This design comes from an exercise in tuning for small area on the open sky130 flow, not from production work.
Function was checked by simulation only, so behaviour that the tests miss may differ from the original.
Power figures rest on the tool's default switching activity, not on a simulated workload.

== rev 12 ==
==> module reg_file_sb, before the edit <==
module reg_file_sb #(
  parameter int DATA_W   = 32,
  parameter int ADDR_W   = 5,
  parameter int LINK_REG = 31   
) (
  input  logic                     CLK,
  input  logic                     RST_n,
  input  logic [ADDR_W-1:0]        ReadAddr1,
  input  logic [ADDR_W-1:0]        ReadAddr2,
  output logic [DATA_W-1:0]        RegBusA,
  output logic [DATA_W-1:0]        RegBusB,
  input  logic                     RegWrite,
  input  logic [ADDR_W-1:0]        WriteAddr,
  input  logic [DATA_W-1:0]        WBData,
  input  logic                     JAL,
  input  logic [DATA_W-1:0]        pcadd4,
  input  logic                     Issue,
  input  logic [ADDR_W-1:0]        IssueAddr,
  output logic                     Stall,
  output logic [(1<<ADDR_W)-1:0]   PendingMask
);
  localparam int NREGS = 1 << ADDR_W;
  logic [DATA_W-1:0] regs_reg [NREGS];
  logic [DATA_W-1:0] wr_data  [NREGS];
  logic [NREGS-1:0]  pending_reg;
  logic [NREGS-1:0]  pending_next;
  logic [NREGS-1:0]  wb_hit;
  logic [NREGS-1:0]  jal_hit;
  logic [NREGS-1:0]  issue_hit;
  logic [NREGS-1:0]  wr_en;
  logic [NREGS-1:0]  stall_mask;
  logic [DATA_W-1:0] rd_a;
  logic [DATA_W-1:0] rd_b;
  generate
    for (genvar gi = 0; gi < NREGS; gi++) begin : g_reg
      assign wb_hit[gi]    = RegWrite && (WriteAddr == ADDR_W'(gi)) && (gi != 0);
      assign jal_hit[gi]   = JAL && (gi == LINK_REG);
      assign issue_hit[gi] = Issue && (IssueAddr == ADDR_W'(gi)) && (gi != 0);
      assign wr_en[gi]     = wb_hit[gi] || jal_hit[gi];
      assign wr_data[gi]   = jal_hit[gi] ? pcadd4 : WBData;
      assign pending_next[gi] = issue_hit[gi] ||
                                (pending_reg[gi] && !wb_hit[gi] && !jal_hit[gi]);
    end
  endgenerate
  always_ff @(posedge CLK or negedge RST_n) begin
    if (!RST_n) begin
      for (int i = 0; i < NREGS; i++) regs_reg[i] <= '0;
    end else begin
      for (int i = 0; i < NREGS; i++) begin
        if (wr_en[i]) regs_reg[i] <= wr_data[i];
      end
    end
  end
  always_ff @(posedge CLK or negedge RST_n) begin
    if (!RST_n) pending_reg <= '0;
    else        pending_reg <= pending_next;
  end
  always_comb begin
    rd_a       = regs_reg[ReadAddr1];
    rd_b       = regs_reg[ReadAddr2];
    stall_mask = pending_reg;
    if (wr_en[ReadAddr1]) rd_a = wr_data[ReadAddr1];
    if (wr_en[ReadAddr2]) rd_b = wr_data[ReadAddr2];
    stall_mask = pending_reg & ~((wb_hit | jal_hit) & ~issue_hit);
  end
  always_comb begin
    RegBusA     = (ReadAddr1 == '0) ? '0 : rd_a;
    RegBusB     = (ReadAddr2 == '0) ? '0 : rd_b;
    Stall       = ((ReadAddr1 != '0) && stall_mask[ReadAddr1]) ||
                  ((ReadAddr2 != '0) && stall_mask[ReadAddr2]);
    PendingMask = pending_reg;
  end
endmodule
==> flow/config.mk <==
export PLATFORM = sky130hd
export DESIGN_NAME = reg_file_sb
export DESIGN_NICKNAME = reg_file_sb
export VERILOG_FILES = /design/flow/design.v
export SDC_FILE = /design/flow/constraint.sdc
export NUM_CORES = 4
export LEC_CHECK = 0
export CAP_MARGIN = 20
export CORE_MARGIN = 2
export CORE_UTILIZATION = 40
export SLEW_MARGIN = 20
==> flow/constraint.sdc <==
create_clock -name core_clock -period 10.0 [get_ports {CLK}]
set_input_delay 2.0000 -clock core_clock [delete_from_list [all_inputs] [get_ports {CLK}]]
set_output_delay 2.0000 -clock core_clock [all_outputs]
set_load 0.01 [all_outputs]
run.sh (not shown) runs the stock make flow with config.mk's settings and CLKGATE_MAP_FILE= SYNTH_SCRIPT=/design/flow/synth_recipe.tcl, a recipe that flattens the netlist after the stock synthesis.
Rev 12: full flow OK, the timing, design-rule and antenna checks passed
Modified inputs, rev 13 compared to rev 12
==> flow/design.v <==
module reg_file_sb #(
  parameter int DATA_W   = 32,
  parameter int ADDR_W   = 5,
  parameter int LINK_REG = 31   
) (
  input  logic                     CLK,
  input  logic                     RST_n,
  input  logic [ADDR_W-1:0]        ReadAddr1,
  input  logic [ADDR_W-1:0]        ReadAddr2,
  output logic [DATA_W-1:0]        RegBusA,
  output logic [DATA_W-1:0]        RegBusB,
  input  logic                     RegWrite,
  input  logic [ADDR_W-1:0]        WriteAddr,
  input  logic [DATA_W-1:0]        WBData,
  input  logic                     JAL,
  input  logic [DATA_W-1:0]        pcadd4,
  input  logic                     Issue,
  input  logic [ADDR_W-1:0]        IssueAddr,
  output logic                     Stall,
  output logic [(1<<ADDR_W)-1:0]   PendingMask
);
  localparam int NREGS = 1 << ADDR_W;
  logic [DATA_W-1:0] regs_reg [1:NREGS-1];
  logic [NREGS-1:0]  valid_reg;
  logic [NREGS-1:0]  pending_reg;
  logic [NREGS-1:0]  wb_hit;
  logic [NREGS-1:0]  jal_hit;
  logic [NREGS-1:0]  issue_hit;
  logic [NREGS-1:0]  wr_en;
  logic [NREGS-1:0]  stall_mask;
  logic [NREGS-1:0]  sel_a, sel_b;
  logic              fwd_wb_a, fwd_wb_b, fwd_pc_a, fwd_pc_b;
  generate
    for (genvar gi = 0; gi < NREGS; gi++) begin : g_reg
      assign wb_hit[gi]    = RegWrite && (WriteAddr == ADDR_W'(gi)) && (gi != 0);
      assign jal_hit[gi]   = JAL && (gi == LINK_REG);
      assign issue_hit[gi] = Issue && (IssueAddr == ADDR_W'(gi)) && (gi != 0);
      assign wr_en[gi]     = wb_hit[gi] || jal_hit[gi];
    end
  endgenerate
  always_ff @(posedge CLK) begin
    for (int i = 1; i < NREGS; i++) begin
      if (jal_hit[i])     regs_reg[i] <= pcadd4;
      else if (wb_hit[i]) regs_reg[i] <= WBData;
    end
  end
  always_ff @(posedge CLK or negedge RST_n) begin
    if (!RST_n) valid_reg <= '0;
    else        valid_reg <= valid_reg | wr_en;
  end
  always_ff @(posedge CLK or negedge RST_n) begin
    if (!RST_n) pending_reg <= '0;
    else        pending_reg <= issue_hit | (pending_reg & ~wr_en);
  end
  always_comb begin
    for (int i = 0; i < NREGS; i++) begin
      sel_a[i] = (ReadAddr1 == ADDR_W'(i)) && valid_reg[i] && !wr_en[i] && (i != 0);
      sel_b[i] = (ReadAddr2 == ADDR_W'(i)) && valid_reg[i] && !wr_en[i] && (i != 0);
    end
    fwd_pc_a = JAL && (ReadAddr1 == ADDR_W'(LINK_REG));
    fwd_pc_b = JAL && (ReadAddr2 == ADDR_W'(LINK_REG));
    fwd_wb_a = RegWrite && (ReadAddr1 == WriteAddr) && (ReadAddr1 != '0) && !fwd_pc_a;
    fwd_wb_b = RegWrite && (ReadAddr2 == WriteAddr) && (ReadAddr2 != '0) && !fwd_pc_b;
  end
  always_comb begin
    RegBusA = ({DATA_W{fwd_pc_a}} & pcadd4) | ({DATA_W{fwd_wb_a}} & WBData);
    RegBusB = ({DATA_W{fwd_pc_b}} & pcadd4) | ({DATA_W{fwd_wb_b}} & WBData);
    for (int i = 1; i < NREGS; i++) begin
      RegBusA = RegBusA | ({DATA_W{sel_a[i]}} & regs_reg[i]);
      RegBusB = RegBusB | ({DATA_W{sel_b[i]}} & regs_reg[i]);
    end
  end
  assign stall_mask = pending_reg & ~(wr_en & ~issue_hit);
  assign Stall = ((ReadAddr1 != '0) && stall_mask[ReadAddr1]) ||
                 ((ReadAddr2 != '0) && stall_mask[ReadAddr2]);
  assign PendingMask = pending_reg;
endmodule
==> notes.md <==
Rev 13 vs rev 12: synthesized cell count down. Against rev 12, rev 13 reports a flip-flop and latch count that is higher. The final core area utilization of rev 13 exceeds that of rev 12 by 1.6 points. As of rev 13, number of clock buffers in the layout had fallen by more than 10% compared to rev 12. Re maximum fanout along the worst path: rev 13 and rev 12 aren't equal, and the higher value belongs to rev 12. Design area sits lower in rev 13 than in rev 12. Cmp rev 13 and rev 12 / number of buffer and inverter stages on the critical path / higher: rev 13. Between rev 13 and rev 12, it is rev 13 whose signed area change from the synthesized netlist to the final layout is higher, by 4.1 points. Compare rev 13 and rev 12 | global-route wire length before repair lower: rev 13. Going from rev 12 to rev 13, flip-flop and latch count after synthesis grows by 3.0%. In rev 13, the post-place instance area came out about 12% below the value in rev 12. Of the two values seen for last element of the critical path, RegBusA[24] was produced by rev 13 and RegBusA[9] by rev 12. Taking rev 12 over rev 13, the sum of internal, switching and leakage power ratio works out to 1.20. Rev 13 against rev 12: number of signal-net buffers in the layout shrank by 36; combined global-route utilization of all metal layers decreased 2.3 points.

re-timing with driven ports:
Ports are ideal in the flow. The routed layouts listed here were re-timed in OpenROAD. Step 1, drivers: a clkbuf_16 drives CLK and a buf_2 each remaining input, both assumed. Step 2, shift: input delay + t, output delay - t, t = (earliest + latest rising clock arrival at the registers) / 2. This alone moves slack from input paths to output paths. Three values: no drivers, after step 1, after step 2; two values: the first two.
run	t, ns	slack for setup (ns)	cell pins on the clock port's net
rev 12	0.792	0.273 / 0.245 / 0.245	1
rev 13	0.787	1.477 / 1.451 / 1.451	1
After both steps setup and hold are still met in every run listed. For rev 12, which loses most, drivers alone change the setup slack by -0.028 ns; drivers and shift together by -0.028 ns.
